Source: an optimization exercise on an open RTL-to-GDS flow (aim: small area). Production flows keep margins and buffers that such runs may drop.
Function was checked by simulation only, so behaviour that the tests miss may differ from the original.

Design synthCore, start of the top module:
module synthCore
(
	input logic MAX10_CLK2_50,
	input logic rstN,
	input logic sampleTick,
	input logic [25:0] cfg,
	output logic signed [15:0] sampleOut,
	output logic sampleValid
);
	logic [3:0][3:0] notes;
	logic [3:0][1:0] waves;
	logic [15:0] amp;
	logic rtV;
	logic [1:0] rtIdx;
	logic [3:0][7:0] ph;
	logic [2:0] st;
	logic [7:0] tap;
	logic [7:0] sp;
	logic [1:0] sw;
	logic lastF;
	logic [32:0] acc;
	wire wrV = cfg[25] & ~cfg[24];
	wire wrA = cfg[25] & cfg[24];
	always_ff @(posedge MAX10_CLK2_50 or negedge rstN) begin
		if (!rstN) begin
			notes <= '0;
			waves <= '0;
			amp <= '0;
			rtV <= 1'b0;
		end else begin
			rtV <= wrV;
			if (wrV) begin
				notes[cfg[23:22]] <= cfg[21:18];
				waves[cfg[23:22]] <= cfg[17:16];
			end
			if (wrA) amp <= cfg[15:0];
		end
	end
	always_ff @(posedge MAX10_CLK2_50) rtIdx <= cfg[23:22];
	wire [1:0] vi = st[1:0];
	wire [7:0] phSel = ph[vi];
	wire [7:0] phNext = phSel + {4'b0, notes[vi]} + 8'd1;
	always_ff @(posedge MAX10_CLK2_50 or negedge rstN) begin
		if (!rstN) begin
			ph <= '0;
		end else begin
			for (int i = 0; i < 4; i++) begin
				if (rtV && rtIdx == 2'(i)) ph[i] <= '0;
				else if (st[2] && vi == 2'(i)) ph[i] <= phNext;
			end
		end
	end
	wire [1:0] tIdx = st[1:0] - 2'd1;
	wire tV = (st[2] & (st[1:0] != 2'd0)) | (st == 3'b000);
  ...
For scale: roughly 980 cells after synthesis, ~150 flip-flops.
==> flow/config.mk <==
export PLATFORM = sky130hd
export DESIGN_NAME = synthCore
export DESIGN_NICKNAME = synthCore
export VERILOG_FILES = /design/flow/design.v
export SDC_FILE = /design/flow/constraint.sdc
export NUM_CORES = 4
export LEC_CHECK = 0
export CAP_MARGIN = 20
export CORE_MARGIN = 2
export CORE_UTILIZATION = 60
export CTS_BUF_LIST = sky130_fd_sc_hd__clkbuf_8
export CTS_CLUSTER_DIAMETER = 60
export CTS_CLUSTER_SIZE = 30
export SLEW_MARGIN = 20
==> flow/constraint.sdc <==
create_clock -name core_clock -period 10.0 [get_ports {MAX10_CLK2_50}]
set_input_delay 2.0000 -clock core_clock [delete_from_list [all_inputs] [get_ports {MAX10_CLK2_50}]]
set_output_delay 2.0000 -clock core_clock [all_outputs]
set_load 0.01 [all_outputs]
run.sh (not shown) runs the stock make flow with config.mk's settings and CLKGATE_MAP_FILE= SYNTH_SCRIPT=/design/flow/synth_recipe.tcl, a recipe that flattens the netlist after the stock synthesis.
The starting point ran to the end with no violations.
Change:
Settings changed: CORE_UTILIZATION 60 to 40.
Effect: Final area went up by about 1.4%; wire length goes up by about 1.3%; non-clock buffer count went up by 5; sequential share of layout area came out lower by 0.44 points; synthesized cell count stays the same; via count is lower by about 2.3%.
Change:
Settings changed: CTS_CLUSTER_DIAMETER 60 to 150, CTS_CLUSTER_SIZE 30 to 50.
What happened: Via count stays the same. Clock-buffer cell count does not change. First-iteration DRC count does not change. Worst setup slack is unchanged. Clock skew stays the same. Design area is unchanged. Core utilization does not change. Global-route usage stays the same. Area after synthesis does not change. Die area does not change.
Change:
Settings changed: CTS_BUF_LIST sky130_fd_sc_hd__clkbuf_8 to not set, CTS_CLUSTER_DIAMETER 150 to not set, CTS_CLUSTER_SIZE 50 to not set.
After rerunning:
- worst hold slack is worse by 5.9 ps
- final area rose slightly
- die area stays the same
- routed wire length rose slightly
- fmax rose slightly
- first-iteration DRC count fell by a little under a tenth
- setup slack is better by 45 ps
- sequential share of layout area fell by 0.49 points
- non-clock buffer count stays the same


Another version of the RTL of synthCore (not shown whole).
For scale: about 46 I/O pins.
==> flow/config.mk <==
export PLATFORM = sky130hd
export DESIGN_NAME = synthCore
export DESIGN_NICKNAME = synthCore
export VERILOG_FILES = /design/flow/design.v
export SDC_FILE = /design/flow/constraint.sdc
export NUM_CORES = 4
export LEC_CHECK = 0
export CAP_MARGIN = 20
export CORE_MARGIN = 2
export CORE_UTILIZATION = 60
export CTS_BUF_LIST = sky130_fd_sc_hd__clkbuf_8
export SLEW_MARGIN = 20
export BUFFER_PORTS_ARGS = -buffer_cell sky130_fd_sc_hd__buf_1
export CTS_ARGS = -sink_clustering_enable -repair_clock_nets -dont_use_dummy_load -buf_list {sky130_fd_sc_hd__clkbuf_4 sky130_fd_sc_hd__clkbuf_8}
==> flow/constraint.sdc <==
create_clock -name core_clock -period 10.0 [get_ports {MAX10_CLK2_50}]
set_input_delay 2.0000 -clock core_clock [delete_from_list [all_inputs] [get_ports {MAX10_CLK2_50}]]
set_output_delay 2.0000 -clock core_clock [all_outputs]
set_load 0.01 [all_outputs]
standard.sh (not shown) runs the stock make flow with config.mk's settings and CLKGATE_MAP_FILE= SYNTH_SCRIPT=/design/flow/synth_recipe.tcl, a recipe that flattens the netlist after the stock synthesis.
==> flow/flow/run.sh <==
#!/bin/bash
# The standard layout (standard.sh) with these changes:
# - synthesis: the standard flow's synthesis script, except that Yosys's generic ABC pass
#   before full-adder extraction is skipped (it scrambles the adders'
#   polarity), and the final ABC mapping
#   uses flow/abc_area.script (area-oriented amap mapping, no upsizing) instead of
#   ORFS's speed script; registers are not touched;
# - after synthesis, fapol.py picks each full adder's polarity (a full adder
#   is self-dual) so the netlist needs fewer inverters, and turns half adders
#   with one output in use into plain gates;
# - the port buffers are the smallest buffer cell;
# - clock tree synthesis inserts no dummy loads.
# Each tool's output goes to a log file here: synth.log, fapol.log, flow.log.
set -euo pipefail
W=$(pwd)
cat >> config.mk <<'EOC'
export BUFFER_PORTS_ARGS = -buffer_cell sky130_fd_sc_hd__buf_1
export CTS_ARGS = -sink_clustering_enable -repair_clock_nets -dont_use_dummy_load -buf_list {sky130_fd_sc_hd__clkbuf_4 sky130_fd_sc_hd__clkbuf_8}
EOC
{
  # The standard flow's synth wrapper, plus -noabc: no generic ABC pass before full-adder extraction
  echo 'proc synth {args} { yosys synth -nofsm -noshare -noabc {*}$args }'
  echo "proc abc {args} { set i [lsearch \$args -script]; if {\$i >= 0} { lset args [expr {\$i + 1}] $W/flow/abc_area.script }; yosys abc {*}\$args }"
  tail -n +2 synth_recipe.tcl
} > own_synth.tcl
sed "s#$W/synth_recipe.tcl#$W/own_synth.tcl#" standard.sh > own_standard.sh
grep -q own_synth.tcl own_standard.sh
bash own_standard.sh synth > synth.log 2>&1
R=orfs/results/sky130hd/synthCore/base
cp $R/1_2_yosys.v $R/1_2_yosys.orig.v
python3 flow/fapol.py $R/1_2_yosys.orig.v $R/1_2_yosys.v > fapol.log 2>&1
rm -f $R/1_synth.odb
bash own_standard.sh finish > flow.log 2>&1
==> flow/flow/abc_area.script <==
strash
dc2
dch
amap
topo
Other scripts of this flow, unchanged in this note and not shown: flow/flow/fapol.py
The first run completed with no timing, DRC or antenna violations.
Next try:
==> flow/flow/run.sh (replaced) <==
#!/bin/bash
# The standard layout (standard.sh, with its standard synthesis) with
# these changes:
# - after synthesis, fapol.py picks each full adder's polarity (a full adder
#   is self-dual) so the netlist needs fewer inverters, and turns half adders
#   with one output in use into plain gates; registers are not touched;
# - the port buffers are the smallest buffer cell;
# - clock tree synthesis inserts no dummy loads.
# Each tool's output goes to a log file here: synth.log, fapol.log, flow.log.
set -euo pipefail
cat >> config.mk <<'EOC'
export BUFFER_PORTS_ARGS = -buffer_cell sky130_fd_sc_hd__buf_1
export CTS_ARGS = -sink_clustering_enable -repair_clock_nets -dont_use_dummy_load -buf_list {sky130_fd_sc_hd__clkbuf_4 sky130_fd_sc_hd__clkbuf_8}
EOC
bash standard.sh synth > synth.log 2>&1
R=orfs/results/sky130hd/synthCore/base
cp $R/1_2_yosys.v $R/1_2_yosys.orig.v
python3 flow/fapol.py $R/1_2_yosys.orig.v $R/1_2_yosys.v > fapol.log 2>&1
rm -f $R/1_synth.odb
bash standard.sh finish > flow.log 2>&1
removed: flow/flow/abc_area.script
Area after synthesis goes up by roughly a tenth.
Routed wire length goes up by a few percent.
Final area goes up by a few percent.
Worst setup slack improves by 0.89 ns.
Next try:
--- a/flow/flow/run.sh
+++ b/flow/flow/run.sh
@@ -1,7 +1,9 @@
 #!/bin/bash
-# The standard layout (standard.sh, with its standard synthesis) with
-# these changes:
+# The standard layout (standard.sh) with these changes:
+# - synthesis: the standard flow's synthesis script, except that the final ABC mapping
+#   uses flow/abc_area.script (area-oriented mapping, no upsizing) instead of
+#   ORFS's speed script; registers are not touched;
 # - after synthesis, fapol.py picks each full adder's polarity (a full adder
 #   is self-dual) so the netlist needs fewer inverters, and turns half adders
-#   with one output in use into plain gates; registers are not touched;
+#   with one output in use into plain gates;
 # - the port buffers are the smallest buffer cell;
@@ -10,2 +12,3 @@
 set -euo pipefail
+W=$(pwd)
 cat >> config.mk <<'EOC'
@@ -14,3 +17,10 @@
 EOC
-bash standard.sh synth > synth.log 2>&1
+{
+  head -n 1 synth_recipe.tcl
+  echo "proc abc {args} { set i [lsearch \$args -script]; if {\$i >= 0} { lset args [expr {\$i + 1}] $W/flow/abc_area.script }; yosys abc {*}\$args }"
+  tail -n +2 synth_recipe.tcl
+} > own_synth.tcl
+sed "s#$W/synth_recipe.tcl#$W/own_synth.tcl#" standard.sh > own_standard.sh
+grep -q own_synth.tcl own_standard.sh
+bash own_standard.sh synth > synth.log 2>&1
 R=orfs/results/sky130hd/synthCore/base
@@ -19,2 +29,2 @@
 rm -f $R/1_synth.odb
-bash standard.sh finish > flow.log 2>&1
+bash own_standard.sh finish > flow.log 2>&1
==> flow/flow/abc_area.script (new file) <==
strash
dch
map -a
topo
Core utilization goes up by 2.4 points.
Setup slack is better by 0.25 ns.
Maximum frequency goes up by 2.9%.
Final area goes down by about 4.7%.
Sequential cell count does not change.
Global-route usage goes up by 0.29 points.
Next try:
--- a/flow/flow/run.sh
+++ b/flow/flow/run.sh
@@ -3,3 +3,3 @@
 # - synthesis: the standard flow's synthesis script, except that the final ABC mapping
-#   uses flow/abc_area.script (area-oriented mapping, no upsizing) instead of
+#   uses flow/abc_area.script (area-oriented amap mapping, no upsizing) instead of
 #   ORFS's speed script; registers are not touched;
==> flow/flow/abc_area.script (replaced) <==
strash
dc2
dch
amap
topo
The changed run completed without violations.
Worst setup slack loses 0.65 ns.
Global-route usage went up by 1.6 points.
Via count climbs by about 4.5%.
Synthesized cell count goes up by 0.41%.
Die area is lower by about 1.8%.
Final area falls by 1.4%.
Non-clock buffer count climbs by 4.

-- separate check: timing with driven ports --
How much do the figures lean on ideal ports? The routed layouts below were timed once more, with nothing changed but the port constraints.
Step 1: set_driving_cell puts a clkbuf_16 on MAX10_CLK2_50 and a buf_2 on each other input, an assumption about the parent block.
Step 2 adds t to the input delays and takes it off the output delays; t is the mean of the earliest and latest rising clock arrival at the registers after step 1. Input paths then give back, and output paths get back, about the clock's delay inside the block.
a / b / c = no drivers / after step 1 / after step 2; a / b = the first two.
run	shift t [ns]	setup slack, ns	worst hold slack (ns)	clock arrival spread, ns	pins driven straight from the clock port
the first run of note 1	0.496	2.006 / 2.006 / 2.006	0.330 / 0.330 / 0.330	0.020 / 0.020	1
the second run of note 1	0.506	2.184 / 2.184 / 2.184	0.327 / 0.327 / 0.327	0.018 / 0.019	1
the third run of note 1	0.506	2.184 / 2.184 / 2.184	0.327 / 0.327 / 0.327	0.018 / 0.019	1
the fourth run of note 1	0.479	2.230 / 2.230 / 2.230	0.321 / 0.321 / 0.321	0.010 / 0.010	1
the first run of note 2	0.475	0.433 / 0.433 / 0.433	0.431 / 0.431 / 0.431	0.038 / 0.038	1
the second run of note 2	0.484	1.321 / 1.321 / 1.321	0.457 / 0.457 / 0.457	0.033 / 0.033	1
the third run of note 2	0.476	1.567 / 1.567 / 1.567	0.429 / 0.429 / 0.429	0.039 / 0.039	1
the fourth run of note 2	0.480	0.920 / 0.920 / 0.920	0.432 / 0.432 / 0.432	0.029 / 0.029	1
After both steps every run listed still meets setup and hold.
